This is an optimization exercise on Yosys and OpenROAD, whose aim is small area, a short achievable clock period and few clock cycles per item, not a production implementation. Function was checked by simulation only, so behaviour that the tests miss may differ from the original. No activity file was given, so power comes from the tool's default toggle rates.

**flow/config.mk**
```make
export PLATFORM = sky130hd
export DESIGN_NAME = phos_fec_v1_adc_zs_scanner
export DESIGN_NICKNAME = phos_fec_v1_adc_zs_scanner
export VERILOG_FILES = /design/flow/design.v
export SDC_FILE = /design/flow/constraint.sdc
export NUM_CORES = 4
export LEC_CHECK = 0
export CAP_MARGIN = 20
export CORE_MARGIN = 2
export CORE_UTILIZATION = 40
export SETUP_SLACK_MARGIN = 4.0
export SLEW_MARGIN = 20
export SYNTH_HIERARCHICAL = 1
export SYNTH_MINIMUM_KEEP_SIZE = 0
export TNS_END_PERCENT = 5
```
**flow/constraint.sdc**
```tcl
create_clock -name core_clock -period 7.0 [get_ports {clk_i}]
set_input_delay 1.4000 -clock core_clock [delete_from_list [all_inputs] [get_ports {clk_i}]]
set_output_delay 1.4000 -clock core_clock [all_outputs]
set_load 0.01 [all_outputs]
```
**flow/design.v**
```verilog
module phos_fec_v1_adc_zs_scanner #(
    parameter  int ADC_BITS     = 12,
    parameter  int ADC_CHIPS    = 2,
    parameter  int ADC_CHIP_NCH = 32,
    localparam int ADC_NCH      = ADC_CHIPS * ADC_CHIP_NCH,
    localparam int CH_W         = $clog2(ADC_NCH),
    localparam int WORD_W       = 1 + CH_W + ADC_BITS
) (
    input  logic                        clk_i,
    input  logic                        rst_n_i,
    input  logic [ADC_NCH*ADC_BITS-1:0] adc_pdata_i,
    input  logic                        adc_valid_i,
    input  logic                        trig_i,
    input  logic                        zs_en_i,
    input  logic [ADC_BITS-1:0]         thr_i,
    input  logic                        ped_we_i,
    input  logic [CH_W-1:0]             ped_addr_i,
    input  logic [ADC_BITS-1:0]         ped_data_i,
    output logic                        m_valid_o,
    input  logic                        m_ready_i,
    output logic [WORD_W-1:0]           m_data_o,
    output logic                        busy_o,
    output logic [15:0]                 evt_cnt_o,
    output logic [15:0]                 drop_cnt_o
);
    localparam int B = ADC_BITS;
    logic                        busy_q;       
    logic                        arm_q;        
    logic                        scan_q;       
    logic                        sel_v_q;      
    logic                        m_valid_q;
    logic [15:0]                 evt_q;
    logic [15:0]                 drop_q;
    logic [ADC_NCH-1:0][B-1:0]   ped_q;
    logic [ADC_NCH-1:0][B-1:0]   snap_q;
    logic [ADC_NCH-1:0]          mask_q;
    logic [CH_W:0]               nword_q;
    logic                        sel_eoe_q;
    logic [CH_W-1:0]             sel_ch_q;
    logic [B-1:0]                sel_smp_q;
    logic [B-1:0]                sel_ped_q;
    logic [WORD_W-1:0]           m_data_q;
    logic [B-1:0]        thr_n;
    logic [ADC_NCH-1:0]  pass_in;
    assign thr_n = ~thr_i;
    for (genvar c = 0; c < ADC_NCH; c++) begin : g_ch
        phos_fec_v1_adc_zs_pass #(.B(B)) u_pass (
            .s_i     (adc_pdata_i[c*B +: B]),
            .pn_i    (~ped_q[c]),
            .thr_n_i (thr_n),
            .zs_en_i (zs_en_i),
            .pass_o  (pass_in[c])
        );
    end
    logic [ADC_NCH-1:0] below;
    logic [ADC_NCH-1:0] first;
    logic               any;
    phos_fec_v1_adc_zs_lowest #(.N(ADC_NCH)) u_lowest (
        .mask_i  (mask_q),
        .below_o (below),
        .first_o (first),
        .any_o   (any)
    );
    logic [B-1:0]    pick_smp, pick_ped;
    logic [CH_W-1:0] pick_ch;
    phos_fec_v1_adc_zs_select #(.N(ADC_NCH), .B(B)) u_select (
        .onehot_i (first), 
        .smp_i    (snap_q),
        .ped_i    (ped_q),
        .smp_o    (pick_smp),
        .ped_o    (pick_ped),
        .ch_o     (pick_ch)
    );
    logic [B:0]   sub;
    logic [B-1:0] diff;
    assign sub  = {1'b0, sel_smp_q} - {1'b0, sel_ped_q};
    assign diff = sub[B] ? '0 : sub[B-1:0];
    logic adv, trig_ok, eoe_done;
    assign adv      = !m_valid_q || m_ready_i;            
    assign trig_ok  = trig_i && !busy_q;
    assign eoe_done = m_valid_q && m_ready_i && m_data_q[WORD_W-1];
    always_ff @(posedge clk_i or negedge rst_n_i) begin
        if (!rst_n_i) begin
            busy_q    <= 1'b0;
            arm_q     <= 1'b0;
            scan_q    <= 1'b0;
            sel_v_q   <= 1'b0;
            m_valid_q <= 1'b0;
            evt_q     <= '0;
            drop_q    <= '0;
            ped_q     <= '0;
        end else begin
            if (ped_we_i) ped_q[ped_addr_i] <= ped_data_i;
            if (trig_i && busy_q && (drop_q != 16'hFFFF)) drop_q <= drop_q + 16'd1;
            if (trig_ok)       busy_q <= 1'b1;
            else if (eoe_done) busy_q <= 1'b0;
            if (trig_ok)          arm_q <= 1'b1;
            else if (adc_valid_i) arm_q <= 1'b0;
            if (arm_q && adc_valid_i)   scan_q <= 1'b1;
            else if (adv && !any)       scan_q <= 1'b0;
            if (adv) begin
                sel_v_q   <= scan_q;
                m_valid_q <= sel_v_q;
                if (sel_v_q && sel_eoe_q) evt_q <= evt_q + 16'd1;
            end
        end
    end
    always_ff @(posedge clk_i) begin
        if (arm_q) begin
            snap_q  <= adc_pdata_i;
            mask_q  <= pass_in;
            nword_q <= '0;
        end else if (scan_q && adv) begin
            mask_q  <= mask_q & below;
            if (any) nword_q <= nword_q + 1'b1;
        end
        if (adv) begin
            sel_eoe_q <= !any;
            sel_ch_q  <= pick_ch;
            sel_smp_q <= pick_smp;
            sel_ped_q <= pick_ped;
            if (sel_eoe_q) m_data_q <= {1'b1, {CH_W{1'b0}}, B'(nword_q)};
            else           m_data_q <= {1'b0, sel_ch_q, diff};
        end
    end
    assign m_valid_o  = m_valid_q;
    assign m_data_o   = m_data_q;
    assign busy_o     = busy_q;
    assign evt_cnt_o  = evt_q;
    assign drop_cnt_o = drop_q;
endmodule
module phos_fec_v1_adc_zs_pass #(
    parameter int B = 12
) (
    input  logic [B-1:0] s_i,
    input  logic [B-1:0] pn_i,
    input  logic [B-1:0] thr_n_i,
    input  logic         zs_en_i,
    output logic         pass_o
);
    logic [B-1:0] sm, cy;
    logic [B:0]   g, p;
    always_comb begin
        sm = s_i ^ pn_i ^ thr_n_i;
        cy = (s_i & pn_i) | (s_i & thr_n_i) | (pn_i & thr_n_i);
        g[0] = sm[0];           
        p[0] = 1'b1;
        for (int i = 1; i < B; i++) begin
            g[i] = sm[i] & cy[i-1];
            p[i] = sm[i] | cy[i-1];
        end
        g[B] = 1'b0;            
        p[B] = cy[B-1];
        for (int d = 1; d <= B; d = d * 2) begin
            logic [B:0] g2, p2;
            g2 = g;
            p2 = p;
            for (int i = 0; i <= B; i++) begin
                if ((i / d) % 2 == 1) begin
                    g2[i] = g[i] | (p[i] & g[(i / d) * d - 1]);
                    p2[i] = p[i] & p[(i / d) * d - 1];
                end
            end
            g = g2;
            p = p2;
        end
        pass_o = !zs_en_i || g[B];
    end
endmodule
module phos_fec_v1_adc_zs_lowest #(
    parameter int N = 64
) (
    input  logic [N-1:0] mask_i,
    output logic [N-1:0] below_o,
    output logic [N-1:0] first_o,
    output logic         any_o
);
    always_comb begin
        logic [N-1:0] o;
        o = mask_i;
        for (int d = 1; d < N; d = d * 2) begin
            logic [N-1:0] o2;
            o2 = o;
            for (int i = 0; i < N; i++)
                if ((i / d) % 2 == 1) o2[i] = o[i] | o[(i / d) * d - 1];
            o = o2;
        end
        below_o = {o[N-2:0], 1'b0};
        any_o   = o[N-1];
        first_o = mask_i & ~below_o;
    end
endmodule
module phos_fec_v1_adc_zs_select #(
    parameter  int N = 64,
    parameter  int B = 12,
    localparam int W = $clog2(N)
) (
    input  logic [N-1:0]        onehot_i,
    input  logic [N-1:0][B-1:0] smp_i,
    input  logic [N-1:0][B-1:0] ped_i,
    output logic [B-1:0]        smp_o,
    output logic [B-1:0]        ped_o,
    output logic [W-1:0]        ch_o
);
    always_comb begin
        smp_o = '0;
        ped_o = '0;
        ch_o  = '0;
        for (int i = 0; i < N; i++) begin
            smp_o = smp_o | ({B{onehot_i[i]}} & smp_i[i]);
            ped_o = ped_o | ({B{onehot_i[i]}} & ped_i[i]);
            ch_o  = ch_o  | ({W{onehot_i[i]}} & W'(i));
        end
    end
endmodule
```
**flow/run.sh**
```bash
#!/bin/bash
# synth_recipe.tcl (not shown) runs the flow's synth.tcl, then flattens the netlist and writes it again
# the make line also repeats each setting of config.mk as NAME=value (left out here)
make -C /OpenROAD-flow-scripts/flow DESIGN_CONFIG=/design/flow/config.mk WORK_HOME=/design/flow/orfs CLKGATE_MAP_FILE= SYNTH_SCRIPT=/design/flow/synth_recipe.tcl finish
```
==> flow_results.xml, run 1 <==
<?xml version="1.0" encoding="UTF-8"?>
<metrics>
  <group name="critical_path">
    <metric name="critical_path_rt" unit="ps">7670</metric>
    <metric name="reg2reg_slack" unit="ps">2600</metric>
    <metric name="worstPathBufferInverterCount" unit="">5</metric>
    <metric name="path_max_fanout" unit="">13</metric>
    <metric name="r2r_cells" unit="">13</metric>
    <metric name="crit_slowest_cell" unit="">nand4_1</metric>
    <metric name="timing.critical_path.max_delay_family" unit="">simple AND/OR/NAND/NOR gates</metric>
    <metric name="worstReg2RegStart" unit="">mask_q[1]</metric>
    <metric name="critical_path.reg2reg.endpoint" unit="">sel_smp_q[7]</metric>
    <metric name="worst_path_largest_cell_delay" unit="ps">970</metric>
    <metric name="worstSetupPathType" unit="">register to register</metric>
    <metric name="cp_cell_sequence" unit="">nor4_4 -&gt; buf_12 -&gt; buf_4 -&gt; nand3_4 -&gt; nor3_4 -&gt; buf_12 -&gt; buf_4 -&gt; and3_4 -&gt; buf_6 -&gt; a22o_1 -&gt; a221oi_1 -&gt; nand4_1 -&gt; or4_1</metric>
    <metric name="setup.worst_path.start_class" unit="">register</metric>
    <metric name="worstPathArrival" unit="ps">5070</metric>
    <metric name="critPathCaptureType" unit="">register</metric>
  </group>
  <group name="drt">
    <metric name="vias" unit="">95400</metric>
    <metric name="drt_pass1_iterations" unit="">8</metric>
    <metric name="drt-vias-per-instance" unit="">6.18</metric>
    <metric name="detailedRoute.firstIterationViolations" unit="">12900</metric>
    <metric name="final_antenna_net_count" unit="">0</metric>
    <metric name="post_drt_wl_per_cell" unit="µm">37.7</metric>
    <metric name="drcViolationCount" unit="">0</metric>
    <metric name="wirelength" unit="µm">581000</metric>
  </group>
  <group name="yosys">
    <metric name="synth_enable_flop_cells" unit="">882</metric>
    <metric name="syn_avg_cell_area" unit="µm²">10.7</metric>
    <metric name="proportion_of_synthesized_flip_flops_having_asynchronous_set_or_reset" unit="%">47.5</metric>
    <metric name="ys.flop_type" unit="">edfxtp_1</metric>
    <metric name="ys_types" unit="">107</metric>
    <metric name="synth_largest_type_area_fraction" unit="%">24.4</metric>
    <metric name="synth-xor-area-share" unit="%">0.473</metric>
    <metric name="combinational_family_with_the_most_area_after_synthesis" unit="">compound AO/OA/AOI/OAI gates</metric>
    <metric name="synth_area" unit="µm²">109000</metric>
    <metric name="synth_seq_cells" unit="">1694</metric>
    <metric name="synth_simple_gate_area_share" unit="%">8.05</metric>
    <metric name="compound_gate_fraction_of_synth_area" unit="%">18.2</metric>
    <metric name="synthMuxAreaShare" unit="%">0.0863</metric>
    <metric name="ys_warn_count" unit="">10</metric>
    <metric name="synth_seq_area_share" unit="%">43.0</metric>
    <metric name="synth-adder-area-share" unit="%">18.2</metric>
    <metric name="synthesis.instances" unit="">10200</metric>
    <metric name="netlist.top_cell.by_area" unit="">edfxtp_1</metric>
    <metric name="synthTopCellsByArea" unit="">edfxtp_1 24%, dfrtp_1 19%, fa_1 14%</metric>
    <metric name="syn_nets" unit="">11800</metric>
  </group>
  <group name="flow_run">
    <metric name="cap_viol_max_count" unit="">0</metric>
  </group>
  <group name="clock_tree">
    <metric name="clock_sink_count" unit="">1694</metric>
    <metric name="clkSlewWorstSetupHoldPaths" unit="ps">60</metric>
    <metric name="cts-htree-levels" unit="">4</metric>
    <metric name="cts_buffer_depth" unit="">4</metric>
    <metric name="tritoncts" unit="">yes</metric>
    <metric name="cts_made_buffers" unit="">201</metric>
    <metric name="clk_latency" unit="ps">940</metric>
    <metric name="root_buffer" unit="">clkbuf_16</metric>
  </group>
  <group name="cells_and_area">
    <metric name="design.final.nets" unit="">13200</metric>
    <metric name="mostFrequentLayoutCell" unit="">inv_1</metric>
    <metric name="drive_above_1_share" unit="%">17.1</metric>
    <metric name="stdcell_area" unit="µm²">138000</metric>
    <metric name="layout-area-overhead-vs-synth" unit="%">27.4</metric>
    <metric name="layout_common_cells" unit="">2,734 x inv_1, 882 x edfxtp_1, 849 x clkdlybuf4s50_1, 804 x dfrtp_1, 783 x a22o_1</metric>
  </group>
  <group name="global_routing">
    <metric name="groute.usage.overall" unit="%">40.7</metric>
    <metric name="first_pass_grt_wire_length" unit="µm">770000</metric>
    <metric name="overflow_after_grt" unit="">0</metric>
    <metric name="grt_max_degree" unit="">157</metric>
    <metric name="antenna_found_initial" unit="">90</metric>
    <metric name="number_of_global_route_vias_before_repair" unit="">92900</metric>
  </group>
  <group name="floorplan">
    <metric name="die_h" unit="µm">525</metric>
    <metric name="core_ar" unit="µm²">271000</metric>
    <metric name="start_util" unit="%">40.2</metric>
    <metric name="floorplan.die.width" unit="µm">525</metric>
    <metric name="core.rowCount" unit="">191</metric>
    <metric name="die_area" unit="µm²">276000</metric>
    <metric name="pin_count" unit="">858</metric>
  </group>
  <group name="placement">
    <metric name="portBuffers" unit="">857</metric>
    <metric name="detailedPlacementHpwl" unit="µm">448000</metric>
    <metric name="routabilityCongestion" unit="">1.07</metric>
    <metric name="detailedPlace.worstSlack" unit="ps">369</metric>
    <metric name="place_area" unit="µm²">124000</metric>
  </group>
  <group name="timing">
    <metric name="maxSlewViolCount" unit="">0</metric>
    <metric name="rsz_0062_raised_after_global_routing" unit="">yes</metric>
    <metric name="finalHoldViolations" unit="">0</metric>
    <metric name="worst_pin_slew" unit="ps">1280</metric>
    <metric name="fin_ws" unit="ps">2600</metric>
    <metric name="timing.fmax" unit="MHz">227</metric>
    <metric name="layout_min_cycle_time" unit="ps">4400</metric>
    <metric name="tns" unit="ps">0</metric>
    <metric name="slew_headroom" unit="%">14.9</metric>
    <metric name="final_report_setup_violation_count" unit="">0</metric>
    <metric name="timing.clock.skew" unit="ps">62.2</metric>
    <metric name="post_route_clock_period_utilization" unit="%">62.8</metric>
  </group>
  <group name="min_path">
    <metric name="timing.hold.worst_endpoint" unit="">evt_q[15]</metric>
    <metric name="min_delay_path_depth" unit="">1</metric>
    <metric name="hold_path_class" unit="">register to register</metric>
    <metric name="hold_path.startpoint" unit="">evt_q[15]</metric>
  </group>
  <group name="power">
    <metric name="clockPowerShare" unit="%">24.4</metric>
    <metric name="switching_portion_of_total_power" unit="%">40.4</metric>
    <metric name="power_per_cell_area" unit="nW/µm²">332</metric>
    <metric name="pwr-share-seq" unit="%">36.1</metric>
    <metric name="cellLeakagePower" unit="nW">61.4</metric>
    <metric name="cell_internal_pwr" unit="W">0.0274</metric>
    <metric name="finalPower" unit="W">0.0460</metric>
    <metric name="netSwitchingPower" unit="W">0.0186</metric>
    <metric name="ir_drop" unit="mV">0.188</metric>
    <metric name="comb_power_share" unit="%">39.5</metric>
  </group>
  <group name="status">
    <metric name="outcome" unit="">timing/DRC/antenna clean</metric>
  </group>
</metrics>
-- power by group through the flow --
| stage | Clock, W | Sequential [W] | Combinational (W) |
|---|---|---|---|
| after floorplan | 0 | 0.0151 | 0.0104 |
| after global placement | 0 | 0.0164 | 0.0159 |
| after detailed placement | 0 | 0.0164 | 0.0165 |
| after CTS | 0.0113 | 0.0163 | 0.0173 |
| after global routing | 0.0116 | 0.0166 | 0.0195 |
| final | 0.0112 | 0.0166 | 0.0182 |
-- cell type report --
type	count	area [µm²]
antenna	66	165
clock buffer	262	5620
clock inverter	105	1260
fill	24100	132000
inverter	2883	11000
multi-input combinational	5247	53000
sequential	1694	46800
tap	3570	4470
timing repair buffer	1595	16300
-- logic make-up after synthesis --
group	count (synthesis)
other cells	1
fa+ha+maj	1177
mux	9
flops	1694
xor+xnor	54
simple gates	1551
buf+inv	3269
compound gates	2449
-- cell usage after synthesis (all sizes together), types with 15 or more instances --
| cell | n |
|---|---|
| a2111oi | 15 |
| a211o | 70 |
| a211oi | 78 |
| a21oi | 117 |
| a221o | 75 |
| a221oi | 448 |
| a222oi | 64 |
| a22o | 796 |
| a22oi | 23 |
| and2 | 15 |
| and3 | 35 |
| buf | 149 |
| clkbuf | 237 |
| clkinvlp | 64 |
| dfrtp | 805 |
| edfxtp | 882 |
| fa | 770 |
| ha | 23 |
| inv | 2818 |
| maj3 | 384 |
| nand2 | 405 |
| nand2b | 146 |
| nand3 | 109 |
| nand4 | 139 |
| nor2 | 242 |
| nor2b | 84 |
| nor3 | 111 |
| nor4 | 86 |
| o21ai | 360 |
| o2bb2ai | 308 |
| or2 | 74 |
| or3 | 22 |
| or4 | 42 |
| xnor2 | 37 |
| xor2 | 17 |
-- registers in the layout, indices dropped and copies added, names as in the netlist, 6 cells and up --
signal and count:
drop_q 16, evt_q 16, m_data_q 19, mask_q 64
nword_q 7, ped_q 768, sel_ch_q 6, sel_ped_q 12
sel_smp_q 12, snap_q 768
-- worst reg2reg max path: stages, from the launching register on --
cell      delay [ps]
edfxtp_1         470
nor4_4            70
buf_12           150
buf_4            150
nand3_4          180
nor3_4            80
buf_12           150
buf_4            190
and3_4           260
buf_6            180
a22o_1           240
a221oi_1         220
nand4_1          970
or4_1            850
-- metrics by stage --
stage          hold WS, ps  cells  util, %
6_report               463  15400     51.2
3_5_place_dp           462  14700     45.9
4_1_cts                463  15300     50.3
2_1_floorplan          424  10200        -
3_3_place_gp           461  14700     45.8
5_1_grt                500  15400     51.2
-- per-layer routing --
layer  GRT usage, %  part of all wire (%)  vias to the layer above
li1               -                     -                    38100
met1           53.0                    38                    48800
met2           57.8                    41                     6846
met3           12.2                    12                     1522
met4           28.1                   8.4                       56
met5              0                 0.081                        -
-- worst max-delay path by stage --
stage | from | endpoint | slack (ps) | depth (start not counted)
after global placement | ped_addr_i[1] | ped_q[275] | 300 | 13
after floorplan | arm_q | mask_q[0] | 360 | 4
after detailed placement | ped_addr_i[1] | ped_q[623] | 370 | 14
final | mask_q[1] | sel_smp_q[7] | 2600 | 13
after global routing | mask_q[1] | sel_smp_q[7] | 2650 | 13
after CTS | mask_q[1] | sel_ped_q[8] | 2960 | 11
-- what timing repair did --
action / in CTS / in global routing
pin swaps: 113 / 96
setup endpoints to repair: 1005 / 1009
setup buffers: 198 / 84
resized for setup: 575 / 224
hold buffers: 0 / 0
gates cloned: 19 / 11
Testbench counts, summed over its fixed seeds: cycles 13,667, events 1,200.
==> run 2, diff against run 1 <==
--- a/flow/design.v
+++ b/flow/design.v
@@ -73,6 +73,14 @@
     );
-    logic [B:0]   sub;
     logic [B-1:0] diff;
-    assign sub  = {1'b0, sel_smp_q} - {1'b0, sel_ped_q};
-    assign diff = sub[B] ? '0 : sub[B-1:0];
+    phos_fec_v1_adc_zs_diff #(.B(B)) u_diff (
+        .s_i    (sel_smp_q),
+        .p_i    (sel_ped_q),
+        .diff_o (diff)
+    );
+    logic [ADC_NCH-1:0] ped_wr;
+    phos_fec_v1_adc_zs_decode #(.N(ADC_NCH)) u_decode (
+        .we_i   (ped_we_i),
+        .addr_i (ped_addr_i),
+        .wr_o   (ped_wr)
+    );
     logic adv, trig_ok, eoe_done;
@@ -92,3 +100,4 @@
         end else begin
-            if (ped_we_i) ped_q[ped_addr_i] <= ped_data_i;
+            for (int c = 0; c < ADC_NCH; c++)
+                if (ped_wr[c]) ped_q[c] <= ped_data_i;
             if (trig_i && busy_q && (drop_q != 16'hFFFF)) drop_q <= drop_q + 16'd1;
@@ -195,3 +204,4 @@
     parameter  int B = 12,
-    localparam int W = $clog2(N)
+    localparam int W = $clog2(N),
+    localparam int G = N / 8
 ) (
@@ -204,2 +214,50 @@
 );
+    logic [G-1:0][2*B+3:0] part;     
+    for (genvar g = 0; g < G; g++) begin : g_grp
+        phos_fec_v1_adc_zs_select8 #(.B(B)) u_sel8 (
+            .onehot_i (onehot_i[g*8 +: 8]),
+            .smp_i    (smp_i[g*8 +: 8]),
+            .ped_i    (ped_i[g*8 +: 8]),
+            .part_o   (part[g])
+        );
+    end
+    phos_fec_v1_adc_zs_merge #(.G(G), .B(B)) u_merge (
+        .part_i (part),
+        .smp_o  (smp_o),
+        .ped_o  (ped_o),
+        .ch_o   (ch_o)
+    );
+endmodule
+module phos_fec_v1_adc_zs_select8 #(
+    parameter int B = 12
+) (
+    input  logic [7:0]        onehot_i,
+    input  logic [7:0][B-1:0] smp_i,
+    input  logic [7:0][B-1:0] ped_i,
+    output logic [2*B+3:0]    part_o
+);
+    logic [B-1:0] smp, ped;
+    logic [2:0]   ch;
+    always_comb begin
+        smp = '0;
+        ped = '0;
+        ch  = '0;
+        for (int i = 0; i < 8; i++) begin
+            smp = smp | ({B{onehot_i[i]}} & smp_i[i]);
+            ped = ped | ({B{onehot_i[i]}} & ped_i[i]);
+            ch  = ch  | ({3{onehot_i[i]}} & 3'(i));
+        end
+        part_o = {|onehot_i, ch, ped, smp};
+    end
+endmodule
+module phos_fec_v1_adc_zs_merge #(
+    parameter  int G = 8,
+    parameter  int B = 12,
+    localparam int W = $clog2(G) + 3
+) (
+    input  logic [G-1:0][2*B+3:0] part_i,
+    output logic [B-1:0]          smp_o,
+    output logic [B-1:0]          ped_o,
+    output logic [W-1:0]          ch_o
+);
     always_comb begin
@@ -208,8 +266,55 @@
         ch_o  = '0;
-        for (int i = 0; i < N; i++) begin
-            smp_o = smp_o | ({B{onehot_i[i]}} & smp_i[i]);
-            ped_o = ped_o | ({B{onehot_i[i]}} & ped_i[i]);
-            ch_o  = ch_o  | ({W{onehot_i[i]}} & W'(i));
-        end
-    end
-endmodule
+        for (int g = 0; g < G; g++) begin
+            smp_o = smp_o | part_i[g][B-1:0];
+            ped_o = ped_o | part_i[g][2*B-1:B];
+            ch_o  = ch_o  | {({($clog2(G)){part_i[g][2*B+3]}} & $clog2(G)'(g)), part_i[g][2*B+2:2*B]};
+        end
+    end
+endmodule
+module phos_fec_v1_adc_zs_diff #(
+    parameter int B = 12
+) (
+    input  logic [B-1:0] s_i,
+    input  logic [B-1:0] p_i,
+    output logic [B-1:0] diff_o
+);
+    logic [B-1:0] g, p, x, c;
+    always_comb begin
+        x = s_i ^ ~p_i;
+        g = s_i & ~p_i;
+        p = s_i | ~p_i;
+        g[0] = g[0] | p[0];
+        for (int d = 1; d < B; d = d * 2) begin
+            logic [B-1:0] g2, p2;
+            g2 = g;
+            p2 = p;
+            for (int i = 0; i < B; i++) begin
+                if ((i / d) % 2 == 1) begin
+                    g2[i] = g[i] | (p[i] & g[(i / d) * d - 1]);
+                    p2[i] = p[i] & p[(i / d) * d - 1];
+                end
+            end
+            g = g2;
+            p = p2;
+        end
+        c = {g[B-2:0], 1'b1};
+        diff_o = g[B-1] ? (x ^ c) : '0;
+    end
+endmodule
+module phos_fec_v1_adc_zs_decode #(
+    parameter  int N = 64,
+    localparam int W = $clog2(N)
+) (
+    input  logic         we_i,
+    input  logic [W-1:0] addr_i,
+    output logic [N-1:0] wr_o
+);
+    logic [7:0] hi, lo;
+    always_comb begin
+        for (int i = 0; i < 8; i++) begin
+            hi[i] = we_i && (addr_i[5:3] == 3'(i));
+            lo[i] = (addr_i[2:0] == 3'(i));
+        end
+        for (int c = 0; c < N; c++) wr_o[c] = hi[c / 8] && lo[c % 8];
+    end
+endmodule
==> flow/flow/run.sh (new file) <==
#!/bin/bash
set -euo pipefail
bash standard.sh "BUFFER_PORTS_ARGS=-buffer_cell sky130_fd_sc_hd__buf_2" finish > flow_make.log 2>&1
==> flow/standard.sh (new file) <==
#!/bin/bash
# synth_recipe.tcl (not shown) runs the flow's synth.tcl, then flattens the netlist and writes it again
# the make line also repeats each setting of config.mk as NAME=value (left out here)
make -C /OpenROAD-flow-scripts/flow DESIGN_CONFIG=/design/flow/config.mk WORK_HOME=/design/flow/orfs CLKGATE_MAP_FILE= SYNTH_SCRIPT=/design/flow/synth_recipe.tcl "${@:-finish}"
removed: flow/run.sh
==> flow_results.xml, run 2 <==
<?xml version="1.0" encoding="UTF-8"?>
<metrics>
  <group name="status">
    <metric name="outcome" unit="">timing/DRC/antenna clean</metric>
  </group>
  <group name="cells_and_area">
    <metric name="layout_common_cells" unit="">2,743 x inv_1, 1,092 x nand2_1, 902 x o21ai_0, 882 x edfxtp_1, 845 x buf_2</metric>
    <metric name="multi_input_comb_area" unit="µm²">46100</metric>
    <metric name="drive_above_1_share" unit="%">15.8</metric>
    <metric name="mostFrequentLayoutCell" unit="">inv_1</metric>
    <metric name="fillerInstances" unit="">24300</metric>
    <metric name="seq_area" unit="µm²">46800</metric>
    <metric name="largestRegisters" unit="">ped_q (768), snap_q (768), mask_q (64)</metric>
    <metric name="layout-area-overhead-vs-synth" unit="%">16.8</metric>
    <metric name="design.final.nets" unit="">13100</metric>
  </group>
  <group name="critical_path">
    <metric name="critPathCaptureType" unit="">register</metric>
    <metric name="setup.worst_path.start_class" unit="">register</metric>
    <metric name="path_max_fanout" unit="">12</metric>
    <metric name="worstPathArrival" unit="ps">4200</metric>
    <metric name="critical_path_rt" unit="ps">7620</metric>
    <metric name="worstSetupPathType" unit="">register to register</metric>
  </group>
  <group name="yosys">
    <metric name="syn_avg_cell_area" unit="µm²">9.80</metric>
    <metric name="synthesis.instances" unit="">10600</metric>
    <metric name="synth_area" unit="µm²">104000</metric>
    <metric name="ys_warn_count" unit="">13</metric>
    <metric name="syn_nets" unit="">12200</metric>
  </group>
  <group name="clock_tree">
    <metric name="clk_latency" unit="ps">900</metric>
    <metric name="cts_buffer_depth" unit="">3</metric>
    <metric name="clock_sink_count" unit="">1694</metric>
    <metric name="post_cts_hold_buffer_count" unit="">0</metric>
    <metric name="root_buffer" unit="">clkbuf_16</metric>
    <metric name="tritoncts" unit="">yes</metric>
    <metric name="cts-htree-levels" unit="">4</metric>
    <metric name="cts_made_buffers" unit="">197</metric>
    <metric name="clkSlewWorstSetupHoldPaths" unit="ps">60</metric>
  </group>
  <group name="global_routing">
    <metric name="overflow_after_grt" unit="">0</metric>
    <metric name="antenna_found_initial" unit="">129</metric>
    <metric name="first_pass_grt_wire_length" unit="µm">595000</metric>
    <metric name="groute.usage.overall" unit="%">31.6</metric>
    <metric name="grt_max_degree" unit="">197</metric>
    <metric name="number_of_global_route_vias_before_repair" unit="">83400</metric>
  </group>
  <group name="power">
    <metric name="power_per_cell_area" unit="nW/µm²">289</metric>
    <metric name="ir_drop" unit="mV">0.306</metric>
    <metric name="cellLeakagePower" unit="nW">53.7</metric>
  </group>
  <group name="drt">
    <metric name="vias" unit="">85300</metric>
    <metric name="final_antenna_net_count" unit="">0</metric>
    <metric name="drt-vias-per-instance" unit="">5.62</metric>
    <metric name="wirelength" unit="µm">434000</metric>
    <metric name="drcViolationCount" unit="">0</metric>
    <metric name="post_drt_wl_per_cell" unit="µm">28.6</metric>
    <metric name="drt_pass1_iterations" unit="">8</metric>
    <metric name="detailedRoute.firstIterationViolations" unit="">9843</metric>
  </group>
  <group name="floorplan">
    <metric name="die_h" unit="µm">514</metric>
    <metric name="die_area" unit="µm²">264000</metric>
    <metric name="start_util" unit="%">40.1</metric>
    <metric name="core_ar" unit="µm²">259000</metric>
    <metric name="floorplan.die.width" unit="µm">514</metric>
    <metric name="pin_count" unit="">858</metric>
    <metric name="core.rowCount" unit="">187</metric>
  </group>
  <group name="timing">
    <metric name="timing.fmax" unit="MHz">279</metric>
    <metric name="post_route_clock_period_utilization" unit="%">51.2</metric>
    <metric name="tns" unit="ps">0</metric>
    <metric name="fin_ws" unit="ps">3420</metric>
    <metric name="timing.clock.skew" unit="ps">70.0</metric>
    <metric name="finalHoldViolations" unit="">0</metric>
    <metric name="maxSlewViolCount" unit="">0</metric>
    <metric name="worst_pin_slew" unit="ps">1170</metric>
    <metric name="layout_min_cycle_time" unit="ps">3580</metric>
    <metric name="rsz_0062_raised_after_global_routing" unit="">yes</metric>
    <metric name="slew_headroom" unit="%">22.2</metric>
    <metric name="final_report_setup_violation_count" unit="">0</metric>
  </group>
  <group name="min_path">
    <metric name="hold_path_class" unit="">register to register</metric>
  </group>
  <group name="placement">
    <metric name="routabilityCongestion" unit="">1.00</metric>
    <metric name="detailedPlace.worstSlack" unit="ps">2260</metric>
    <metric name="detailedPlacementHpwl" unit="µm">327000</metric>
    <metric name="portBuffers" unit="">857</metric>
  </group>
  <group name="flow_run">
    <metric name="cap_viol_max_count" unit="">0</metric>
  </group>
</metrics>
[run 2: worst max-delay path, cell delays in order, from the launching register on]
cell       delay, ps
edfxtp_1         540
nor4_4            80
buf_4            170
nand4_4          220
nor3_4            80
buf_6            150
and4b_4          240
bufbuf_16        300
a22oi_1          410
nand4_1          410
nor4_4           580
nand2_1           90
[run 2: cell type report]
cell class / count / share of cell area, %
sequential: 1694 / 38.5
multi-input combinational: 5725 / 37.9
inverter: 2760 / 8.67
timing repair buffer: 1129 / 5.81
clock buffer: 278 / 4.56
tap: 3402 / 3.50
clock inverter: 94 / 0.882
antenna: 78 / 0.161
timing repair inverter: 4 / 0.0329
[run 2: final timing paths]
check	endpoint	start	cells after the start	slack, ps
max	sel_ped_q[9]	mask_q[31]	11	3420
min	evt_q[15]	evt_q[15]	1	480
max reg2reg	sel_ped_q[9]	mask_q[31]	11	3420
min reg2reg	evt_q[15]	evt_q[15]	1	480
max in group asynchronous	ped_q[268]	rst_n_i	2	4720
min in group asynchronous	drop_q[10]	rst_n_i	1	540
[run 2: repair_timing]
action | 4_1_cts | 5_1_grt
pin swaps | 73 | 25
buffers inserted | 37 | 24
setup endpoints to repair | 121 | 143
gates cloned | 9 | 12
resized for setup | 165 | 73
[run 2: per-layer routing]
layer	global-route usage (%)	share of wire [%]
met3	5.69	9.1
met5	0	0.036
met2	48.4	44
met4	23.5	8.6
met1	40.2	38
[run 2: metrics by stage]
step	util [%]	cells	power (W)	hold WS, ps	instance area [µm²]
after global routing	46.9	15100	0.0368	503	121000
after CTS	46.5	15000	0.0350	481	121000
after floorplan	-	10600	0.0202	421	104000
final	46.9	15200	0.0351	478	122000
after detailed placement	43.5	14600	0.0240	468	113000
after global placement	43.4	14600	0.0236	465	113000
[run 2: power breakdown]
group / switching [W] / total, W / leakage, nW / internal, W
clock network: 0.00459 / 0.0108 / 3.24 / 0.00621
registers: 0.00130 / 0.0140 / 16.9 / 0.0127
logic: 0.00647 / 0.0103 / 33.6 / 0.00387
Testbench counts of run 2, summed over its fixed seeds: cycles 13,667, events 1,200.
==> run 3, diff against run 2 <==
--- a/flow/design.v
+++ b/flow/design.v
@@ -66,3 +66,3 @@
     phos_fec_v1_adc_zs_select #(.N(ADC_NCH), .B(B)) u_select (
-        .onehot_i (first), 
+        .mask_i   (mask_q),
         .smp_i    (snap_q),
@@ -207,3 +207,3 @@
 ) (
-    input  logic [N-1:0]        onehot_i,
+    input  logic [N-1:0]        mask_i,
     input  logic [N-1:0][B-1:0] smp_i,
@@ -217,3 +217,3 @@
         phos_fec_v1_adc_zs_select8 #(.B(B)) u_sel8 (
-            .onehot_i (onehot_i[g*8 +: 8]),
+            .mask_i   (mask_i[g*8 +: 8]),
             .smp_i    (smp_i[g*8 +: 8]),
@@ -233,3 +233,3 @@
 ) (
-    input  logic [7:0]        onehot_i,
+    input  logic [7:0]        mask_i,
     input  logic [7:0][B-1:0] smp_i,
@@ -238,2 +238,3 @@
 );
+    logic [7:0]   oh;
     logic [B-1:0] smp, ped;
@@ -241,2 +242,3 @@
     always_comb begin
+        for (int i = 0; i < 8; i++) oh[i] = mask_i[i] && !(|(mask_i & ((8'd1 << i) - 8'd1)));
         smp = '0;
@@ -245,7 +247,7 @@
         for (int i = 0; i < 8; i++) begin
-            smp = smp | ({B{onehot_i[i]}} & smp_i[i]);
-            ped = ped | ({B{onehot_i[i]}} & ped_i[i]);
-            ch  = ch  | ({3{onehot_i[i]}} & 3'(i));
+            smp = smp | ({B{oh[i]}} & smp_i[i]);
+            ped = ped | ({B{oh[i]}} & ped_i[i]);
+            ch  = ch  | ({3{oh[i]}} & 3'(i));
         end
-        part_o = {|onehot_i, ch, ped, smp};
+        part_o = {|mask_i, ch, ped, smp};
     end
@@ -262,3 +264,6 @@
 );
+    logic [G-1:0] gany, goh;
     always_comb begin
+        for (int g = 0; g < G; g++) gany[g] = part_i[g][2*B+3];
+        for (int g = 0; g < G; g++) goh[g] = gany[g] && !(|(gany & ((G'(1) << g) - G'(1))));
         smp_o = '0;
@@ -267,5 +272,5 @@
         for (int g = 0; g < G; g++) begin
-            smp_o = smp_o | part_i[g][B-1:0];
-            ped_o = ped_o | part_i[g][2*B-1:B];
-            ch_o  = ch_o  | {({($clog2(G)){part_i[g][2*B+3]}} & $clog2(G)'(g)), part_i[g][2*B+2:2*B]};
+            smp_o = smp_o | ({B{goh[g]}} & part_i[g][B-1:0]);
+            ped_o = ped_o | ({B{goh[g]}} & part_i[g][2*B-1:B]);
+            ch_o  = ch_o  | ({W{goh[g]}} & {$clog2(G)'(g), part_i[g][2*B+2:2*B]});
         end
==> flow_results.xml, run 3 <==
<?xml version="1.0" encoding="UTF-8"?>
<metrics>
  <group name="status">
    <metric name="outcome" unit="">timing/DRC/antenna clean</metric>
  </group>
  <group name="clock_tree">
    <metric name="cts-htree-levels" unit="">4</metric>
    <metric name="root_buffer" unit="">clkbuf_16</metric>
    <metric name="clk_latency" unit="ps">940</metric>
    <metric name="tritoncts" unit="">yes</metric>
    <metric name="cts_made_buffers" unit="">207</metric>
    <metric name="clkSlewWorstSetupHoldPaths" unit="ps">60</metric>
    <metric name="clock_sink_count" unit="">1694</metric>
    <metric name="cts_buffer_depth" unit="">4</metric>
  </group>
  <group name="global_routing">
    <metric name="first_pass_grt_wire_length" unit="µm">624000</metric>
    <metric name="antenna_found_initial" unit="">137</metric>
    <metric name="number_of_global_route_vias_before_repair" unit="">87400</metric>
    <metric name="groute.usage.overall" unit="%">32.1</metric>
    <metric name="grt_max_degree" unit="">158</metric>
    <metric name="overflow_after_grt" unit="">0</metric>
  </group>
  <group name="power">
    <metric name="ir_drop" unit="mV">0.241</metric>
    <metric name="cellLeakagePower" unit="nW">55.1</metric>
    <metric name="pwr-share-seq" unit="%">32.6</metric>
    <metric name="clockPowerShare" unit="%">26.1</metric>
    <metric name="power_per_cell_area" unit="nW/µm²">341</metric>
    <metric name="netSwitchingPower" unit="W">0.0177</metric>
    <metric name="cell_internal_pwr" unit="W">0.0251</metric>
    <metric name="switching_portion_of_total_power" unit="%">41.3</metric>
    <metric name="comb_power_share" unit="%">41.3</metric>
  </group>
  <group name="timing">
    <metric name="timing.fmax" unit="MHz">308</metric>
    <metric name="layout_min_cycle_time" unit="ps">3240</metric>
    <metric name="finalHoldViolations" unit="">0</metric>
    <metric name="worst_pin_slew" unit="ps">1150</metric>
    <metric name="timing.clock.skew" unit="ps">99.4</metric>
    <metric name="tns" unit="ps">0</metric>
    <metric name="slew_headroom" unit="%">23.6</metric>
    <metric name="post_route_clock_period_utilization" unit="%">46.3</metric>
    <metric name="maxSlewViolCount" unit="">0</metric>
    <metric name="final_report_setup_violation_count" unit="">0</metric>
    <metric name="finalHoldWorstSlack" unit="ps">474</metric>
    <metric name="rsz_0062_raised_after_global_routing" unit="">yes</metric>
  </group>
  <group name="floorplan">
    <metric name="core.rowCount" unit="">190</metric>
    <metric name="die_area" unit="µm²">272000</metric>
    <metric name="start_util" unit="%">40.1</metric>
    <metric name="core_ar" unit="µm²">267000</metric>
    <metric name="pin_count" unit="">858</metric>
    <metric name="floorplan.die.width" unit="µm">522</metric>
    <metric name="die_h" unit="µm">522</metric>
  </group>
  <group name="yosys">
    <metric name="syn_avg_cell_area" unit="µm²">9.67</metric>
    <metric name="synthesis.instances" unit="">11100</metric>
    <metric name="syn_nets" unit="">12700</metric>
    <metric name="synth_area" unit="µm²">107000</metric>
    <metric name="ys_warn_count" unit="">13</metric>
  </group>
  <group name="drt">
    <metric name="final_antenna_net_count" unit="">0</metric>
    <metric name="post_drt_wl_per_cell" unit="µm">29.3</metric>
    <metric name="drt-vias-per-instance" unit="">5.69</metric>
    <metric name="detailedRoute.firstIterationViolations" unit="">11200</metric>
    <metric name="drcViolationCount" unit="">0</metric>
    <metric name="drt_pass1_iterations" unit="">10</metric>
    <metric name="vias" unit="">89700</metric>
    <metric name="wirelength" unit="µm">462000</metric>
  </group>
  <group name="cells_and_area">
    <metric name="layout-area-overhead-vs-synth" unit="%">16.9</metric>
    <metric name="layout_common_cells" unit="">2,754 x inv_1, 1,228 x nand2_1, 1,090 x o21ai_0, 882 x edfxtp_1, 835 x buf_2</metric>
    <metric name="final_cell_count_no_fill" unit="">15800</metric>
    <metric name="largestRegisters" unit="">ped_q (768), snap_q (768), mask_q (64)</metric>
    <metric name="mostFrequentLayoutCell" unit="">inv_1</metric>
    <metric name="drive_above_1_share" unit="%">15.2</metric>
    <metric name="fillerInstances" unit="">25400</metric>
    <metric name="design.final.nets" unit="">13600</metric>
  </group>
  <group name="critical_path">
    <metric name="reg2reg_slack" unit="ps">3760</metric>
    <metric name="path_max_fanout" unit="">33</metric>
    <metric name="worst-path-stages" unit="">6</metric>
    <metric name="cp_cell_sequence" unit="">buf_4 -&gt; clkinvlp_4 -&gt; o21ai_0 -&gt; nand3_1 -&gt; o2bb2ai_2 -&gt; nand4_1</metric>
    <metric name="crit_slowest_cell" unit="">o2bb2ai_2</metric>
    <metric name="worstSetupPathType" unit="">register to register</metric>
    <metric name="worst_path_largest_cell_delay" unit="ps">610</metric>
    <metric name="worstPathArrival" unit="ps">3860</metric>
    <metric name="critPathCaptureType" unit="">register</metric>
    <metric name="setup.worst_path.start_class" unit="">register</metric>
    <metric name="critical_path_rt" unit="ps">7620</metric>
    <metric name="worstReg2RegStart" unit="">mask_q[0]</metric>
    <metric name="origin_of_the_worst_setup_path" unit="">mask_q[0]</metric>
    <metric name="worstPathBufferInverterCount" unit="">2</metric>
    <metric name="r2r_cells" unit="">6</metric>
    <metric name="timing.critical_path.max_delay_family" unit="">compound AO/OA/AOI/OAI gates</metric>
    <metric name="critical_path.reg2reg.endpoint" unit="">sel_smp_q[10]</metric>
  </group>
  <group name="min_path">
    <metric name="timing.hold.worst_endpoint" unit="">evt_q[15]</metric>
    <metric name="hold_path_class" unit="">register to register</metric>
    <metric name="min_delay_path_depth" unit="">1</metric>
    <metric name="hold_path.startpoint" unit="">evt_q[15]</metric>
  </group>
  <group name="placement">
    <metric name="numPlacedInstances" unit="">15200</metric>
    <metric name="portBuffers" unit="">857</metric>
    <metric name="routabilityCongestion" unit="">0.971</metric>
    <metric name="detailedPlacementHpwl" unit="µm">333000</metric>
  </group>
  <group name="flow_run">
    <metric name="cap_viol_max_count" unit="">0</metric>
  </group>
</metrics>
==> run 3: changes by cell type in the layout (fill, tap and decap cells not counted), moves of 29 or more <==
cell	before	now
nand4_1	205	38
nand2_1	1092	1228
nand3b_1	9	60
a222oi_1	0	136
nand3_1	17	231
nor4_1	35	6
a21oi_1	76	114
a22oi_1	731	113
o21ai_0	902	1090
a22o_1	0	192
a221o_1	64	257
nor2_1	332	369
a22oi_2	38	0
==> run 3: worst reg2reg max path: stages (launching register included) <==
cell and delay, ps:
edfxtp_1 360, buf_4 440, clkinvlp_4 440, o21ai_0 570, nand3_1 340, o2bb2ai_2 610, nand4_1 200
==> run 3: worst max-delay path by stage <==
stage / endpoint / slack, ps
global route: mask_q[1] / 3830
CTS: sel_ped_q[6] / 3840
finish: sel_smp_q[10] / 3760
detailed placement: mask_q[25] / 2310
global placement: mask_q[10] / 2330
floorplan: mask_q[0] / 360
==> run 3: repair_timing <==
| item | 4_1_cts | 5_1_grt |
|---|---|---|
| setup buffers | 34 | 43 |
| gates cloned | 10 | 24 |
| resized for setup | 140 | 159 |
| setup endpoints to repair | 136 | 205 |
| hold buffers | 0 | 0 |
| pin swaps | 17 | 26 |
==> run 3: through the flow <==
stage               area, µm²  worst slack [ps]  total power [W]  util (%)
global placement       116000              2330           0.0302      43.2
floorplan              107000               363           0.0237         -
detailed placement     116000              2310           0.0305      43.2
finish                 125000              3760           0.0428      46.9
CTS                    123000              3840           0.0421      46.2
global route           125000              3830           0.0445      46.8
==> run 3: per-layer routing <==
layer | vias to the layer above | global-route usage, % | wire length [µm]
met5 | - | 0 | 347
met4 | 56 | 19.8 | 34000
met3 | 1073 | 7.79 | 52200
met1 | 44900 | 41.8 | 175000
li1 | 38500 | - | -
met2 | 5176 | 48.3 | 200000
==> run 3: layout make-up <==
class                   count  area, µm²  area share (%)
diodes                     78        195           0.156
inverters                2776      10700            8.54
repair inverters           13        136           0.109
repair buffers           1149       7540            6.02
clock buffers             273       5640            4.50
multi-input cells        6121      48600            38.8
well taps                3552       4440            3.55
clock inverters           106       1220           0.972
flip-flops and latches   1694      46800            37.3
==> run 3: power groups by stage <==
stage | Clock, W | Sequential, W | Combinational, W
after floorplan | 0 | 0.0140 | 0.00965
after global routing | 0.0117 | 0.0141 | 0.0187
after CTS | 0.0113 | 0.0139 | 0.0169
final | 0.0112 | 0.0140 | 0.0176
after detailed placement | 0 | 0.0141 | 0.0164
after global placement | 0 | 0.0140 | 0.0162
Testbench counts of run 3, summed over its fixed seeds: cycles 13,667, events 1,200.
==> run 4, diff against run 3 <==
--- a/flow/config.mk
+++ b/flow/config.mk
@@ -9,3 +9,4 @@
 export CORE_MARGIN = 2
-export CORE_UTILIZATION = 40
+export CORE_UTILIZATION = 55
+export CTS_BUF_LIST = sky130_fd_sc_hd__clkbuf_8
 export SETUP_SLACK_MARGIN = 4.0
==> flow_results.xml, run 4 <==
<?xml version="1.0" encoding="UTF-8"?>
<metrics>
  <group name="power">
    <metric name="finalPower" unit="W">0.0415</metric>
    <metric name="cellLeakagePower" unit="nW">55.2</metric>
    <metric name="power_per_cell_area" unit="nW/µm²">338</metric>
    <metric name="ir_drop" unit="mV">0.307</metric>
  </group>
  <group name="cells_and_area">
    <metric name="largestRegisters" unit="">ped_q (768), snap_q (768), mask_q (64)</metric>
    <metric name="layout_common_cells" unit="">2,877 x inv_1, 1,229 x nand2_1, 1,097 x o21ai_0, 882 x edfxtp_1, 839 x buf_2</metric>
    <metric name="layout-area-overhead-vs-synth" unit="%">14.5</metric>
    <metric name="drive_above_1_share" unit="%">15.8</metric>
    <metric name="design.final.nets" unit="">13700</metric>
    <metric name="mostFrequentLayoutCell" unit="">inv_1</metric>
    <metric name="fillerInstances" unit="">16500</metric>
  </group>
  <group name="yosys">
    <metric name="ys_warn_count" unit="">13</metric>
    <metric name="syn_avg_cell_area" unit="µm²">9.67</metric>
    <metric name="synth_area" unit="µm²">107000</metric>
    <metric name="synthesis.instances" unit="">11100</metric>
    <metric name="syn_nets" unit="">12700</metric>
  </group>
  <group name="drt">
    <metric name="drt-vias-per-instance" unit="">6.07</metric>
    <metric name="wirelength" unit="µm">436000</metric>
    <metric name="vias" unit="">90400</metric>
    <metric name="drt_pass1_iterations" unit="">11</metric>
    <metric name="post_drt_wl_per_cell" unit="µm">29.3</metric>
    <metric name="drcViolationCount" unit="">0</metric>
    <metric name="detailedRoute.firstIterationViolations" unit="">11400</metric>
    <metric name="final_antenna_net_count" unit="">0</metric>
  </group>
  <group name="min_path">
    <metric name="hold_path_class" unit="">primary input to asynchronous set/reset pin</metric>
  </group>
  <group name="floorplan">
    <metric name="floorplan.die.width" unit="µm">445</metric>
    <metric name="start_util" unit="%">55.2</metric>
    <metric name="core_ar" unit="µm²">194000</metric>
    <metric name="core.rowCount" unit="">162</metric>
    <metric name="die_area" unit="µm²">198000</metric>
    <metric name="die_h" unit="µm">445</metric>
    <metric name="pin_count" unit="">858</metric>
  </group>
  <group name="critical_path">
    <metric name="path_max_fanout" unit="">31</metric>
    <metric name="critical_path_rt" unit="ps">7780</metric>
    <metric name="worstPathArrival" unit="ps">4120</metric>
    <metric name="worstSetupPathType" unit="">register to register</metric>
    <metric name="setup.worst_path.start_class" unit="">register</metric>
    <metric name="critPathCaptureType" unit="">register</metric>
  </group>
  <group name="timing">
    <metric name="layout_min_cycle_time" unit="ps">3350</metric>
    <metric name="tns" unit="ps">0</metric>
    <metric name="finalHoldViolations" unit="">0</metric>
    <metric name="maxSlewViolCount" unit="">0</metric>
    <metric name="timing.clock.skew" unit="ps">52.9</metric>
    <metric name="worst_pin_slew" unit="ps">1220</metric>
    <metric name="slew_headroom" unit="%">18.4</metric>
    <metric name="post_route_clock_period_utilization" unit="%">47.8</metric>
    <metric name="final_report_setup_violation_count" unit="">0</metric>
    <metric name="timing.fmax" unit="MHz">299</metric>
    <metric name="rsz_0062_raised_after_global_routing" unit="">yes</metric>
  </group>
  <group name="clock_tree">
    <metric name="cts-htree-levels" unit="">5</metric>
    <metric name="root_buffer" unit="">clkbuf_8</metric>
    <metric name="clk_latency" unit="ps">1100</metric>
    <metric name="tritoncts" unit="">yes</metric>
    <metric name="clkSlewWorstSetupHoldPaths" unit="ps">60</metric>
    <metric name="post_cts_hold_buffer_count" unit="">0</metric>
    <metric name="cts_buffer_depth" unit="">4</metric>
    <metric name="cts_made_buffers" unit="">320</metric>
    <metric name="clock_sink_count" unit="">1694</metric>
  </group>
  <group name="global_routing">
    <metric name="first_pass_grt_wire_length" unit="µm">604000</metric>
    <metric name="number_of_global_route_vias_before_repair" unit="">88900</metric>
    <metric name="groute.usage.overall" unit="%">42.7</metric>
    <metric name="antenna_found_initial" unit="">66</metric>
    <metric name="overflow_after_grt" unit="">0</metric>
    <metric name="grt_max_degree" unit="">152</metric>
  </group>
  <group name="placement">
    <metric name="routabilityCongestion" unit="">0.993</metric>
    <metric name="portBuffers" unit="">857</metric>
    <metric name="detailedPlacementHpwl" unit="µm">307000</metric>
  </group>
  <group name="status">
    <metric name="outcome" unit="">timing/DRC/antenna clean</metric>
  </group>
  <group name="flow_run">
    <metric name="cap_viol_max_count" unit="">0</metric>
  </group>
</metrics>
## run 4: layout make-up
cell class / instances / area (µm²) / area share (%)
Multi-Input combinational cell: 6127 / 48600 / 39.6
Timing Repair Buffer: 1137 / 7200 / 5.87
Tap cell: 2542 / 3180 / 2.59
Clock inverter: 198 / 1050 / 0.858
Timing Repair inverter: 5 / 53.8 / 0.0438
Clock buffer: 371 / 5110 / 4.16
Sequential cell: 1694 / 46800 / 38.1
Antenna cell: 38 / 95.1 / 0.0775
Inverter: 2776 / 10600 / 8.67
## run 4: power by group
group          internal (W)  switching [W]  total [W]
clock               0.00515        0.00455    0.00969
sequential           0.0127        0.00130     0.0140
combinational       0.00596         0.0119     0.0179
## run 4: repair_timing
item                                    4_1_cts  5_1_grt
pin swaps                                    43       17
cloned                                       13       12
buffers inserted                             57       23
endpoints found under the setup margin      190      249
resized for setup                           100      108
## run 4: stage by stage
| stage | setup slack [ps] | hold slack (ps) | util, % | cells | cell area, µm² |
|---|---|---|---|---|---|
| CTS | 3760 | 281 | 62.7 | 14800 | 122000 |
| global placement | 2460 | 456 | 58.9 | 14200 | 114000 |
| floorplan | 363 | 421 | - | 11100 | 107000 |
| finish | 3650 | 297 | 63.2 | 14900 | 123000 |
| global route | 3720 | 312 | 63.2 | 14900 | 123000 |
| detailed placement | 2380 | 459 | 58.9 | 14200 | 114000 |
## run 4: final timing paths
kind / start / to / slack [ps] / cells after the start
max: mask_q[9] / sel_ped_q[10] / 3650 / 8
min: rst_n_i / evt_q[8] / 300 / 1
max reg2reg: mask_q[9] / sel_ped_q[10] / 3650 / 8
min reg2reg: evt_q[15] / evt_q[15] / 470 / 1
max in group asynchronous: rst_n_i / ped_q[47] / 5160 / 3
min in group core_clock: evt_q[15] / evt_q[15] / 470 / 1
## run 4: critical path, cell delays in order, from the launching register on
cell	delay [ps]
edfxtp_1	440
buf_12	250
nor4_2	80
buf_4	260
a222oi_1	1020
nand3_1	330
a21oi_2	260
o2bb2ai_4	200
nand4_1	200
## run 4: layer usage
| metal | global-route usage (%) | part of all wire, % | up-vias |
|---|---|---|---|
| li1 | - | - | 38700 |
| met5 | 0 | 0.095 | - |
| met3 | 10.3 | 11 | 1504 |
| met4 | 34.7 | 9.6 | 54 |
| met2 | 64.5 | 44 | 5503 |
| met1 | 52.4 | 35 | 44700 |
==> run 5, diff against run 4 <==
--- a/flow/design.v
+++ b/flow/design.v
@@ -25,3 +25,5 @@
 );
-    localparam int B = ADC_BITS;
+    localparam int B  = ADC_BITS;
+    localparam int NG = 4;                  
+    localparam int GC = ADC_NCH / NG;       
     logic                        busy_q;       
@@ -34,4 +36,9 @@
     logic [ADC_NCH-1:0][B-1:0]   ped_q;
+    logic [NG-1:1]               pend_q;       
+    logic [NG-1:1]               eval_q;       
+    logic [GC-1:0][NG-1:0]       usel_q;       
     logic [ADC_NCH-1:0][B-1:0]   snap_q;
     logic [ADC_NCH-1:0]          mask_q;
+    logic                        zs_q;
+    logic [B-1:0]                thr_q;
     logic [CH_W:0]               nword_q;
@@ -42,12 +49,25 @@
     logic [WORD_W-1:0]           m_data_q;
+    logic [NG-1:0]       gsel;
     logic [B-1:0]        thr_n;
-    logic [ADC_NCH-1:0]  pass_in;
-    assign thr_n = ~thr_i;
-    for (genvar c = 0; c < ADC_NCH; c++) begin : g_ch
+    logic                zs;
+    logic [GC-1:0]       pass_u;
+    assign gsel  = {eval_q, arm_q};
+    assign thr_n = arm_q ? ~thr_i : ~thr_q;
+    assign zs    = arm_q ? zs_en_i : zs_q;
+    for (genvar j = 0; j < GC; j++) begin : g_unit
+        logic [B-1:0] s_u, pn_u;
+        phos_fec_v1_adc_zs_umux #(.B(B), .NG(NG)) u_umux (
+            .sel_i   (usel_q[j]),
+            .adc_i   (adc_pdata_i[j*B +: B]),
+            .snap1_i ({snap_q[3*GC+j], snap_q[2*GC+j], snap_q[GC+j]}),
+            .ped_i   ({ped_q[3*GC+j], ped_q[2*GC+j], ped_q[GC+j], ped_q[j]}),
+            .s_o     (s_u),
+            .pn_o    (pn_u)
+        );
         phos_fec_v1_adc_zs_pass #(.B(B)) u_pass (
-            .s_i     (adc_pdata_i[c*B +: B]),
-            .pn_i    (~ped_q[c]),
+            .s_i     (s_u),
+            .pn_i    (pn_u),
             .thr_n_i (thr_n),
-            .zs_en_i (zs_en_i),
-            .pass_o  (pass_in[c])
+            .zs_en_i (zs),
+            .pass_o  (pass_u[j])
         );
@@ -85,2 +105,9 @@
     );
+    logic [NG-1:0] gany;
+    logic          ready;                  
+    always_comb begin
+        for (int k = 0; k < NG; k++) gany[k] = |mask_q[k*GC +: GC];
+        ready = gany[0];
+        for (int k = 1; k < NG; k++) ready = ready | (gany[k] & !pend_q[k]);
+    end
     logic adv, trig_ok, eoe_done;
@@ -99,3 +126,11 @@
             ped_q     <= '0;
+            pend_q    <= '0;
+            eval_q    <= '0;
+            usel_q    <= '0;
         end else begin
+            for (int j = 0; j < GC; j++) begin
+                usel_q[j][0] <= trig_ok || (usel_q[j][0] && !adc_valid_i);
+                usel_q[j][1] <= usel_q[j][0] && adc_valid_i;
+                for (int k = 2; k < NG; k++) usel_q[j][k] <= usel_q[j][k-1];
+            end
             for (int c = 0; c < ADC_NCH; c++)
@@ -109,4 +144,11 @@
             else if (adv && !any)       scan_q <= 1'b0;
+            if (arm_q && adc_valid_i) begin
+                pend_q <= '1;
+                eval_q <= 1;
+            end else begin
+                pend_q <= pend_q & ~eval_q;
+                eval_q <= eval_q << 1;
+            end
             if (adv) begin
-                sel_v_q   <= scan_q;
+                sel_v_q   <= scan_q && (ready || !any);
                 m_valid_q <= sel_v_q;
@@ -119,7 +161,13 @@
             snap_q  <= adc_pdata_i;
-            mask_q  <= pass_in;
+            zs_q    <= zs_en_i;
+            thr_q   <= thr_i;
+            mask_q  <= {{(ADC_NCH-GC){1'b1}}, pass_u};
             nword_q <= '0;
-        end else if (scan_q && adv) begin
-            mask_q  <= mask_q & below;
-            if (any) nword_q <= nword_q + 1'b1;
+        end else begin
+            if (scan_q && adv && ready) begin
+                mask_q  <= mask_q & below;
+                nword_q <= nword_q + 1'b1;
+            end
+            for (int k = 1; k < NG; k++)
+                if (eval_q[k]) mask_q[k*GC +: GC] <= pass_u;
         end
@@ -324,2 +372,23 @@
     end
+endmodule
+module phos_fec_v1_adc_zs_umux #(
+    parameter int B  = 12,
+    parameter int NG = 4
+) (
+    input  logic [NG-1:0]        sel_i,
+    input  logic [B-1:0]         adc_i,
+    input  logic [NG-1:1][B-1:0] snap1_i,
+    input  logic [NG-1:0][B-1:0] ped_i,
+    output logic [B-1:0]         s_o,
+    output logic [B-1:0]         pn_o
+);
+    logic [B-1:0] st, p;
+    always_comb begin
+        st = '0;
+        p  = '0;
+        for (int k = 1; k < NG; k++) st = st | ({B{sel_i[k]}} & snap1_i[k]);
+        for (int k = 0; k < NG; k++) p  = p  | ({B{sel_i[k]}} & ped_i[k]);
+        s_o  = sel_i[0] ? adc_i : st;
+        pn_o = ~p;
+    end
 endmodule
--- a/flow/config.mk
+++ b/flow/config.mk
@@ -9,4 +9,3 @@
 export CORE_MARGIN = 2
-export CORE_UTILIZATION = 55
-export CTS_BUF_LIST = sky130_fd_sc_hd__clkbuf_8
+export CORE_UTILIZATION = 40
 export SETUP_SLACK_MARGIN = 4.0
==> flow_results.xml, run 5 <==
<?xml version="1.0" encoding="UTF-8"?>
<metrics>
  <group name="status">
    <metric name="outcome" unit="">timing/DRC/antenna clean</metric>
  </group>
  <group name="critical_path">
    <metric name="worstSetupPathType" unit="">register to register</metric>
    <metric name="r2r_cells" unit="">7</metric>
    <metric name="reg2reg_slack" unit="ps">3310</metric>
    <metric name="worstReg2RegStart" unit="">mask_q[25]</metric>
    <metric name="critPathCaptureType" unit="">register</metric>
    <metric name="setup.worst_path.start_class" unit="">register</metric>
    <metric name="critical_path.reg2reg.endpoint" unit="">sel_smp_q[3]</metric>
    <metric name="critical_path_rt" unit="ps">7490</metric>
    <metric name="worstPathArrival" unit="ps">4180</metric>
    <metric name="path_max_fanout" unit="">32</metric>
  </group>
  <group name="yosys">
    <metric name="synth_area" unit="µm²">93000</metric>
    <metric name="ys_warn_count" unit="">14</metric>
    <metric name="syn_avg_cell_area" unit="µm²">12.4</metric>
    <metric name="synthesis.instances" unit="">7490</metric>
    <metric name="syn_nets" unit="">8515</metric>
  </group>
  <group name="drt">
    <metric name="drcViolationCount" unit="">0</metric>
    <metric name="drt_pass1_iterations" unit="">14</metric>
    <metric name="drt-vias-per-instance" unit="">6.70</metric>
    <metric name="final_antenna_net_count" unit="">0</metric>
    <metric name="wirelength" unit="µm">468000</metric>
    <metric name="vias" unit="">78200</metric>
    <metric name="post_drt_wl_per_cell" unit="µm">40.1</metric>
    <metric name="detailedRoute.firstIterationViolations" unit="">15200</metric>
  </group>
  <group name="timing">
    <metric name="fin_ws" unit="ps">3310</metric>
    <metric name="worst_pin_slew" unit="ps">1330</metric>
    <metric name="maxSlewViolCount" unit="">0</metric>
    <metric name="post_route_clock_period_utilization" unit="%">52.7</metric>
    <metric name="timing.fmax" unit="MHz">271</metric>
    <metric name="slew_headroom" unit="%">10.1</metric>
    <metric name="timing.clock.skew" unit="ps">65.7</metric>
    <metric name="finalHoldViolations" unit="">0</metric>
    <metric name="final_report_setup_violation_count" unit="">0</metric>
    <metric name="tns" unit="ps">0</metric>
    <metric name="rsz_0062_raised_after_global_routing" unit="">yes</metric>
    <metric name="layout_min_cycle_time" unit="ps">3690</metric>
  </group>
  <group name="clock_tree">
    <metric name="clk_latency" unit="ps">900</metric>
    <metric name="clkSlewWorstSetupHoldPaths" unit="ps">60</metric>
    <metric name="tritoncts" unit="">yes</metric>
    <metric name="cts_buffer_depth" unit="">3</metric>
    <metric name="cts_made_buffers" unit="">198</metric>
    <metric name="root_buffer" unit="">clkbuf_16</metric>
    <metric name="post_cts_hold_buffer_count" unit="">0</metric>
    <metric name="clock_sink_count" unit="">1777</metric>
    <metric name="cts-htree-levels" unit="">4</metric>
  </group>
  <group name="min_path">
    <metric name="min_delay_path_depth" unit="">1</metric>
    <metric name="hold_path.startpoint" unit="">evt_q[15]</metric>
    <metric name="hold_path_class" unit="">register to register</metric>
    <metric name="timing.hold.worst_endpoint" unit="">evt_q[15]</metric>
  </group>
  <group name="power">
    <metric name="cellLeakagePower" unit="nW">47.6</metric>
    <metric name="power_per_cell_area" unit="nW/µm²">446</metric>
    <metric name="finalPower" unit="W">0.0497</metric>
    <metric name="ir_drop" unit="mV">0.269</metric>
  </group>
  <group name="floorplan">
    <metric name="die_area" unit="µm²">236000</metric>
    <metric name="start_util" unit="%">40.3</metric>
    <metric name="die_h" unit="µm">486</metric>
    <metric name="pin_count" unit="">858</metric>
    <metric name="core_ar" unit="µm²">231000</metric>
    <metric name="floorplan.die.width" unit="µm">486</metric>
    <metric name="core.rowCount" unit="">176</metric>
  </group>
  <group name="global_routing">
    <metric name="antenna_found_initial" unit="">56</metric>
    <metric name="overflow_after_grt" unit="">0</metric>
    <metric name="groute.usage.overall" unit="%">37.6</metric>
    <metric name="grt_max_degree" unit="">170</metric>
    <metric name="first_pass_grt_wire_length" unit="µm">616000</metric>
    <metric name="number_of_global_route_vias_before_repair" unit="">74200</metric>
  </group>
  <group name="cells_and_area">
    <metric name="design.final.nets" unit="">9476</metric>
    <metric name="mostFrequentLayoutCell" unit="">buf_2</metric>
    <metric name="layout_common_cells" unit="">858 x buf_2, 846 x edfxtp_1, 831 x dfrtp_1, 780 x mux2_2, 754 x inv_1</metric>
    <metric name="final_cell_count_no_fill" unit="">11700</metric>
    <metric name="largestRegisters" unit="">ped_q (768), snap_q (768)</metric>
    <metric name="post-route-util" unit="%">48.4</metric>
    <metric name="drive_above_1_share" unit="%">34.3</metric>
    <metric name="layout-area-overhead-vs-synth" unit="%">20.1</metric>
    <metric name="fillerInstances" unit="">20500</metric>
  </group>
  <group name="placement">
    <metric name="routabilityCongestion" unit="">1.05</metric>
    <metric name="numPlacedInstances" unit="">11100</metric>
    <metric name="detailedPlace.worstSlack" unit="ps">2000</metric>
    <metric name="portBuffers" unit="">857</metric>
    <metric name="detailedPlacementHpwl" unit="µm">332000</metric>
  </group>
  <group name="flow_run">
    <metric name="cap_viol_max_count" unit="">0</metric>
  </group>
</metrics>
## run 5: report_power, final
| group | switching [W] | leakage, nW | total, W | internal [W] |
|---|---|---|---|---|
| clock | 0.00469 | 3.33 | 0.0110 | 0.00628 |
| combinational | 0.0152 | 24.1 | 0.0230 | 0.00776 |
| sequential | 0.00207 | 20.1 | 0.0158 | 0.0137 |
| total | 0.0220 | 47.6 | 0.0497 | 0.0278 |
## run 5: layout make-up
type                       instances  area, µm²  area share (%)
sequential                      1777      48600            43.5
clock buffer                     283       5680            5.09
antenna                           15       37.5          0.0336
tap                             3026       3790            3.39
clock inverter                    93       1120            1.01
timing repair buffer            1332       9520            8.53
multi-input combinational       4372      40000            35.8
timing repair inverter             2       15.0          0.0135
inverter                         768       2900            2.60
## run 5: layer usage
metal  vias up  GRT usage (%)  routed length [µm]
li1      30600              -                   -
met1     40400           51.0              180000
met2      6072           55.2              200000
met3      1099           13.2               63900
met4        42           14.5               23700
met5         -              0                 322
## run 5: worst max path at each step
stage                from      endpoint  slack [ps]  cells past startpoint
2_1_floorplan       arm_q    mask_q[11]       -1390                     11
3_3_place_gp     thr_i[2]     mask_q[6]        2080                     12
3_5_place_dp     thr_i[2]     mask_q[6]        2000                     12
4_1_cts        usel_q[11]     mask_q[2]        3470                     12
5_1_grt        usel_q[38]     mask_q[9]        3430                     11
6_report       mask_q[25]  sel_smp_q[3]        3310                      7
## run 5: per-stage QoR
stage	hold slack (ps)	area, µm²
global placement	423	101000
CTS	485	109000
floorplan	421	93200
global route	494	112000
finish	476	112000
detailed placement	438	101000
## run 5: critical path, stage by stage, from the launching register on
cell      delay, ps
dfxtp_2         430
buf_12          290
nor4_2           90
buf_4           270
a222oi_1        950
nand3_1         360
a32oi_4         480
nand4_1         400
## run 5: repair_timing
action | 4_1_cts | 5_1_grt
gates cloned | 10 | 19
gates resized for setup | 214 | 297
pin swaps | 68 | 106
buffers inserted | 77 | 99
endpoints found under the hold margin | 0 | 0
endpoints found under the setup margin | 577 | 434
Testbench counts of run 5, summed over its fixed seeds: cycles 14,079, events 1,200.

-- re-timing with driven ports --
The results above use ideal ports. As a check the final layouts listed here were re-extracted and re-timed, cells and wires unchanged. Step 1, drivers: a clkbuf_16 drives clk_i and a buf_2 each remaining input, both assumed. Step 2, shift: input delay + t, output delay - t, t = (earliest + latest rising clock arrival at the registers) / 2. This alone moves slack from input paths to output paths. Three values: ideal, step 1, step 2; two values: the first two.
| run | shift t [ns] | setup slack, ns | clock arrival spread, ns |
|---|---|---|---|
| run 1 | 1.004 | 2.603 / 2.603 / 1.752 | 0.064 / 0.064 |
| run 2 | 0.969 | 3.419 / 3.419 / 2.610 | 0.080 / 0.079 |
| run 3 | 0.994 | 3.756 / 3.747 / 3.017 | 0.106 / 0.106 |
| run 4 | 1.170 | 3.654 / 3.654 / 2.847 | 0.056 / 0.056 |
| run 5 | 0.972 | 3.308 / 3.308 / 2.696 | 0.079 / 0.079 |
After both steps every run listed still meets setup and hold. For run 1, which loses most, drivers alone change the setup slack by 0.000 ns; drivers and shift together by -0.851 ns.
